Context: an optimization exercise on an open-source flow, tuned for small area and a short achievable clock period. The choices shown serve that exercise and are no tape-out recipe. Where RTL was checked, it was by simulation tests only, not by an equivalence proof against the original. Power is estimated from default activity; no workload was simulated.

## the reference run
// sb_top
module sb_top (
    input  logic             clk,
    input  logic             rst,
    input  sb_pkg::inst_t    inst,
    input  logic             inst_valid,
    input  sb_pkg::fu_vec_t  fu_done,
    output logic             issue_ready,
    output sb_pkg::fu_vec_t  fu_en,
    output sb_pkg::fu_op_t   op_ctrl,
    output sb_pkg::reg_idx_t rs1_ctrl,
    output sb_pkg::reg_idx_t rs2_ctrl,
    output sb_pkg::fu_id_t   write_sel,
    output logic             reg_write,
    output sb_pkg::reg_idx_t rd_ctrl
);
    localparam int N = sb_pkg::NUM_FU;
    logic [6:0] opc;
    logic [2:0] f3;
    logic [6:0] f7;
    logic [4:0] rd, rs1, rs2;
    logic       is_op, is_imm, is_ld, is_st;
    logic       f7_base, f7_alt, f7_md, alt_en;
    logic [3:0] alu_lo;
    logic [N-1:0] sel;
    logic       has_rd, use_rs2;
    logic       rd_nz, rs1_nz, rs2_nz;
    assign opc = inst[6:0];
    assign f3  = inst[14:12];
  ...
Size in the first run: ~640 cells after synthesis, ~100 flip-flops, roughly 6200 sq um of cells after synthesis.
clock: 6.0 ns
lec_check: 0
cap_margin: 20
core_margin: 2
core_utilization: 60
cts_buf_list: sky130_fd_sc_hd__clkbuf_8
cts_cluster_size: 30
setup_slack_margin: 2.5
slew_margin: 20
synth_hierarchical: 1
synth_minimum_keep_size: 0
standard.sh (not shown) runs the stock make flow with config.mk's settings and CLKGATE_MAP_FILE= SYNTH_SCRIPT=/design/flow/synth_recipe.tcl, a recipe that flattens the netlist after the stock synthesis.
==> flow/flow/run.sh <==
#!/bin/bash
# Standard layout, with plain buffers (not delay cells) on the ports, and slow
# many-input cells added to the platform's don't-use list.
set -euo pipefail
DU="sky130_fd_sc_hd__lpflow_bleeder_1 sky130_fd_sc_hd__lpflow_clkbufkapwr_1 sky130_fd_sc_hd__lpflow_clkbufkapwr_16 sky130_fd_sc_hd__lpflow_clkbufkapwr_2 sky130_fd_sc_hd__lpflow_clkbufkapwr_4 sky130_fd_sc_hd__lpflow_clkbufkapwr_8 sky130_fd_sc_hd__lpflow_clkinvkapwr_1 sky130_fd_sc_hd__lpflow_clkinvkapwr_16 sky130_fd_sc_hd__lpflow_clkinvkapwr_2 sky130_fd_sc_hd__lpflow_clkinvkapwr_4 sky130_fd_sc_hd__lpflow_clkinvkapwr_8 sky130_fd_sc_hd__lpflow_decapkapwr_12 sky130_fd_sc_hd__lpflow_decapkapwr_3 sky130_fd_sc_hd__lpflow_decapkapwr_4 sky130_fd_sc_hd__lpflow_decapkapwr_6 sky130_fd_sc_hd__lpflow_decapkapwr_8 sky130_fd_sc_hd__lpflow_inputiso0n_1 sky130_fd_sc_hd__lpflow_inputiso0p_1 sky130_fd_sc_hd__lpflow_inputiso1n_1 sky130_fd_sc_hd__lpflow_inputiso1p_1 sky130_fd_sc_hd__lpflow_inputisolatch_1 sky130_fd_sc_hd__lpflow_isobufsrc_1 sky130_fd_sc_hd__lpflow_isobufsrc_16 sky130_fd_sc_hd__lpflow_isobufsrc_2 sky130_fd_sc_hd__lpflow_isobufsrc_4 sky130_fd_sc_hd__lpflow_isobufsrc_8 sky130_fd_sc_hd__lpflow_isobufsrckapwr_16 sky130_fd_sc_hd__lpflow_lsbuf_lh_hl_isowell_tap_1 sky130_fd_sc_hd__lpflow_lsbuf_lh_hl_isowell_tap_2 sky130_fd_sc_hd__lpflow_lsbuf_lh_hl_isowell_tap_4 sky130_fd_sc_hd__lpflow_lsbuf_lh_isowell_4 sky130_fd_sc_hd__lpflow_lsbuf_lh_isowell_tap_1 sky130_fd_sc_hd__lpflow_lsbuf_lh_isowell_tap_2 sky130_fd_sc_hd__lpflow_lsbuf_lh_isowell_tap_4 sky130_fd_sc_hd__probe_p_8 sky130_fd_sc_hd__probec_p_8  sky130_fd_sc_hd__a2111o_1 sky130_fd_sc_hd__a2111o_2 sky130_fd_sc_hd__a2111o_4 sky130_fd_sc_hd__a2111oi_0 sky130_fd_sc_hd__a2111oi_1 sky130_fd_sc_hd__a2111oi_2 sky130_fd_sc_hd__a2111oi_4 sky130_fd_sc_hd__a221o_1 sky130_fd_sc_hd__a221o_2 sky130_fd_sc_hd__a221o_4 sky130_fd_sc_hd__a2bb2o_1 sky130_fd_sc_hd__a2bb2o_2 sky130_fd_sc_hd__a2bb2o_4 sky130_fd_sc_hd__a311o_1 sky130_fd_sc_hd__a311o_2 sky130_fd_sc_hd__a311o_4 sky130_fd_sc_hd__a311oi_1 sky130_fd_sc_hd__a311oi_2 sky130_fd_sc_hd__a311oi_4 sky130_fd_sc_hd__a32o_1 sky130_fd_sc_hd__a32o_2 sky130_fd_sc_hd__a32o_4 sky130_fd_sc_hd__a32oi_1 sky130_fd_sc_hd__a32oi_2 sky130_fd_sc_hd__a32oi_4 sky130_fd_sc_hd__a41o_1 sky130_fd_sc_hd__a41o_2 sky130_fd_sc_hd__a41o_4 sky130_fd_sc_hd__a41oi_1 sky130_fd_sc_hd__a41oi_2 sky130_fd_sc_hd__a41oi_4 sky130_fd_sc_hd__and4_1 sky130_fd_sc_hd__and4_2 sky130_fd_sc_hd__and4_4 sky130_fd_sc_hd__and4b_1 sky130_fd_sc_hd__and4b_2 sky130_fd_sc_hd__and4b_4 sky130_fd_sc_hd__and4bb_1 sky130_fd_sc_hd__and4bb_2 sky130_fd_sc_hd__and4bb_4 sky130_fd_sc_hd__nor4_1 sky130_fd_sc_hd__nor4_2 sky130_fd_sc_hd__nor4_4 sky130_fd_sc_hd__nor4b_1 sky130_fd_sc_hd__nor4b_2 sky130_fd_sc_hd__nor4b_4 sky130_fd_sc_hd__nor4bb_1 sky130_fd_sc_hd__nor4bb_2 sky130_fd_sc_hd__nor4bb_4 sky130_fd_sc_hd__o2111a_1 sky130_fd_sc_hd__o2111a_2 sky130_fd_sc_hd__o2111a_4 sky130_fd_sc_hd__o2111ai_1 sky130_fd_sc_hd__o2111ai_2 sky130_fd_sc_hd__o2111ai_4 sky130_fd_sc_hd__o221a_1 sky130_fd_sc_hd__o221a_2 sky130_fd_sc_hd__o221a_4 sky130_fd_sc_hd__o2bb2a_1 sky130_fd_sc_hd__o2bb2a_2 sky130_fd_sc_hd__o2bb2a_4 sky130_fd_sc_hd__o311a_1 sky130_fd_sc_hd__o311a_2 sky130_fd_sc_hd__o311a_4 sky130_fd_sc_hd__o311ai_0 sky130_fd_sc_hd__o311ai_1 sky130_fd_sc_hd__o311ai_2 sky130_fd_sc_hd__o311ai_4 sky130_fd_sc_hd__o32a_1 sky130_fd_sc_hd__o32a_2 sky130_fd_sc_hd__o32a_4 sky130_fd_sc_hd__o32ai_1 sky130_fd_sc_hd__o32ai_2 sky130_fd_sc_hd__o32ai_4 sky130_fd_sc_hd__o41a_1 sky130_fd_sc_hd__o41a_2 sky130_fd_sc_hd__o41a_4 sky130_fd_sc_hd__o41ai_1 sky130_fd_sc_hd__o41ai_2 sky130_fd_sc_hd__o41ai_4 sky130_fd_sc_hd__or3_1 sky130_fd_sc_hd__or3_2 sky130_fd_sc_hd__or3_4 sky130_fd_sc_hd__or3b_1 sky130_fd_sc_hd__or3b_2 sky130_fd_sc_hd__or3b_4 sky130_fd_sc_hd__or4_1 sky130_fd_sc_hd__or4_2 sky130_fd_sc_hd__or4_4 sky130_fd_sc_hd__or4b_1 sky130_fd_sc_hd__or4b_2 sky130_fd_sc_hd__or4b_4 sky130_fd_sc_hd__or4bb_1 sky130_fd_sc_hd__or4bb_2 sky130_fd_sc_hd__or4bb_4 "
bash standard.sh BUFFER_PORTS_ARGS="-buffer_cell sky130_fd_sc_hd__buf_2" DONT_USE_CELLS="$DU" > standard.log 2>&1
Setup changes, the reference run to the trial run
--- a/flow/design.v
+++ b/flow/design.v
@@ -53,29 +53,29 @@
     localparam fu_op_t DIV_DIVU = 5'd1;
     localparam fu_op_t DIV_REM  = 5'd2;
     localparam fu_op_t DIV_REMU = 5'd3;
 endpackage
 `timescale 1ns/1ps
 module sb_issue_check (
     input  sb_pkg::inst_t                         inst,
     input  sb_pkg::fu_vec_t                       busy,
     input  sb_pkg::fu_vec_t                       pend,     
     input  sb_pkg::reg_idx_t [sb_pkg::NUM_FU-1:0] dst,
+    output logic [3:0]                            sel,      
     output logic                                  issue_ready
 );
     logic [6:0] opc;
     logic [2:0] f3;
     logic [6:0] f7;
     logic [4:0] rd;
     logic       is_op, is_imm, is_ld, is_st;
     logic       f7_base, f7_alt, f7_md, alt_en;
-    logic [3:0] sel;
     logic       has_rd;
     logic [3:0] waw_k;
     assign opc = inst[6:0];
     assign f3  = inst[14:12];
     assign f7  = inst[31:25];
     assign rd  = inst[11:7];
     assign is_op   = opc == sb_pkg::OPC_OP;
     assign is_imm  = opc == sb_pkg::OPC_OP_IMM;
     assign is_ld   = opc == sb_pkg::OPC_LOAD;
     assign is_st   = opc == sb_pkg::OPC_STORE;
@@ -112,21 +112,21 @@
 );
     localparam int N = sb_pkg::NUM_FU;
     logic [6:0] opc;
     logic [2:0] f3;
     logic [6:0] f7;
     logic [4:0] rd, rs1, rs2;
     logic       is_op, is_imm, is_ld, is_st;
     logic       f7_base, f7_alt, f7_md, alt_en;
     logic [3:0] alu_lo;
     logic [N-1:0] sel;
-    logic       has_rd, use_rs2;
+    logic       use_rs2;
     logic       rd_nz, rs1_nz, rs2_nz;
     assign opc = inst[6:0];
     assign f3  = inst[14:12];
     assign f7  = inst[31:25];
     assign rd  = inst[11:7];
     assign rs1 = inst[19:15];
     assign rs2 = inst[24:20];
     assign is_op   = opc == sb_pkg::OPC_OP;
     assign is_imm  = opc == sb_pkg::OPC_OP_IMM;
     assign is_ld   = opc == sb_pkg::OPC_LOAD;
@@ -140,26 +140,20 @@
             3'd0:    alu_lo = alt_en ? 4'd1 : 4'd0;
             3'd1:    alu_lo = 4'd2;
             3'd2:    alu_lo = 4'd3;
             3'd3:    alu_lo = 4'd4;
             3'd4:    alu_lo = 4'd5;
             3'd5:    alu_lo = alt_en ? 4'd7 : 4'd6;
             3'd6:    alu_lo = 4'd8;
             default: alu_lo = 4'd9;
         endcase
     end
-    assign sel[0] = (is_op & (f7_base | (f7_alt & (f3 == 3'd0 | f3 == 3'd5)))) |
-                    (is_imm & ((f3 != 3'd1 & f3 != 3'd5) | f7_base | alt_en));
-    assign sel[1] = (is_ld & f3 != 3'd3 & f3 < 3'd6) | (is_st & f3 < 3'd3);
-    assign sel[2] = is_op & f7_md & ~f3[2];
-    assign sel[3] = is_op & f7_md &  f3[2];
-    assign has_rd  = sel[0] | sel[2] | sel[3] | (sel[1] & ~is_st);
     assign use_rs2 = is_op | is_st;
     assign rd_nz   = rd  != '0;
     assign rs1_nz  = rs1 != '0;
     assign rs2_nz  = rs2 != '0;
     logic [N-1:0] busy, unread;
     logic [N-1:0] can_q;          
     logic [N-1:0][N-1:0] waitm;      
     logic [N-1:0][N-1:0] warm;       
     logic [4:0] op_a;             
     logic [3:0] op_m;             
@@ -203,21 +197,22 @@
     logic [N-1:0] issue;
     always_comb begin
         for (int k = 0; k < N; k++) begin
             raw[k]   = pend[k] & ((rs1_nz & dst_e[k] == rs1) |
                                   (use_rs2 & rs2_nz & dst_e[k] == rs2));
             war_c[k] = unread[k] & ~grant[k] & ~ret[k] & rd_nz &
                        (s1_e[k] == rd | s2_e[k] == rd);
         end
     end
     sb_issue_check issue_check (
-        .inst(inst), .busy(busy), .pend(pend), .dst(dst_e), .issue_ready(issue_ready)
+        .inst(inst), .busy(busy), .pend(pend), .dst(dst_e), .sel(sel),
+        .issue_ready(issue_ready)
     );
     assign issue       = sel & {N{inst_valid & issue_ready}};
     logic [N-1:0] war_left;
     always_comb begin
         for (int u = 0; u < N; u++) war_left[u] = |(warm[u] & ~grant & ~ret);
     end
     always_ff @(posedge clk or posedge rst) begin
         if (rst) begin
             busy   <= '0;
             unread <= '0;
Results
- Height of the die in the trial run is about 0.8% lower than in the reference run
- Final cell count delta for the trial run relative to the reference run: 3 lower
- From the reference run to the trial run the numbers moved as follows: core box area went down by 3.1%; post-layout minimum cycle time now larger; layout filler cell count has decreased; remaining number of nets flagged by the antenna check after routing comparable.
- Diff the reference run -> the trial run: power has decreased, share of the final layout cell area in sequential cells has remained practically unchanged.
- | net count after synthesis | lower: the trial run |
- Die area: the trial run vs the reference run down 1.6%
- The trial run ends up with lower setup slack than the reference run does.
Function not checked in the trial run: the RTL went through the layout flow alone.

[static timing again, ports no longer ideal]
How much do the figures lean on ideal ports? The routed layouts below were timed once more, with nothing changed but the port constraints.
Step 1 assumes that a clkbuf_16 drives the clock port and a buf_2 every other input.
Step 2, shift: input delay + t, output delay - t, t = (earliest + latest rising clock arrival at the registers) / 2. This alone moves slack from input paths to output paths.
Slacks: no drivers / after step 1 / after step 2; pairs: no drivers / after step 1.
| run | shift t [ns] | setup WS [ns] | worst register clock-pin slew, ns |
|---|---|---|---|
| the reference run | 0.415 | 2.425 / 2.405 / 2.405 | 0.10 / 0.10 |
| the trial run | 0.416 | 2.412 / 2.364 / 2.364 | 0.10 / 0.10 |
After both steps every run listed still meets setup and hold. The setup slack of the trial run, which loses most, moves by -0.048 ns with the drivers and by -0.048 ns with both steps.
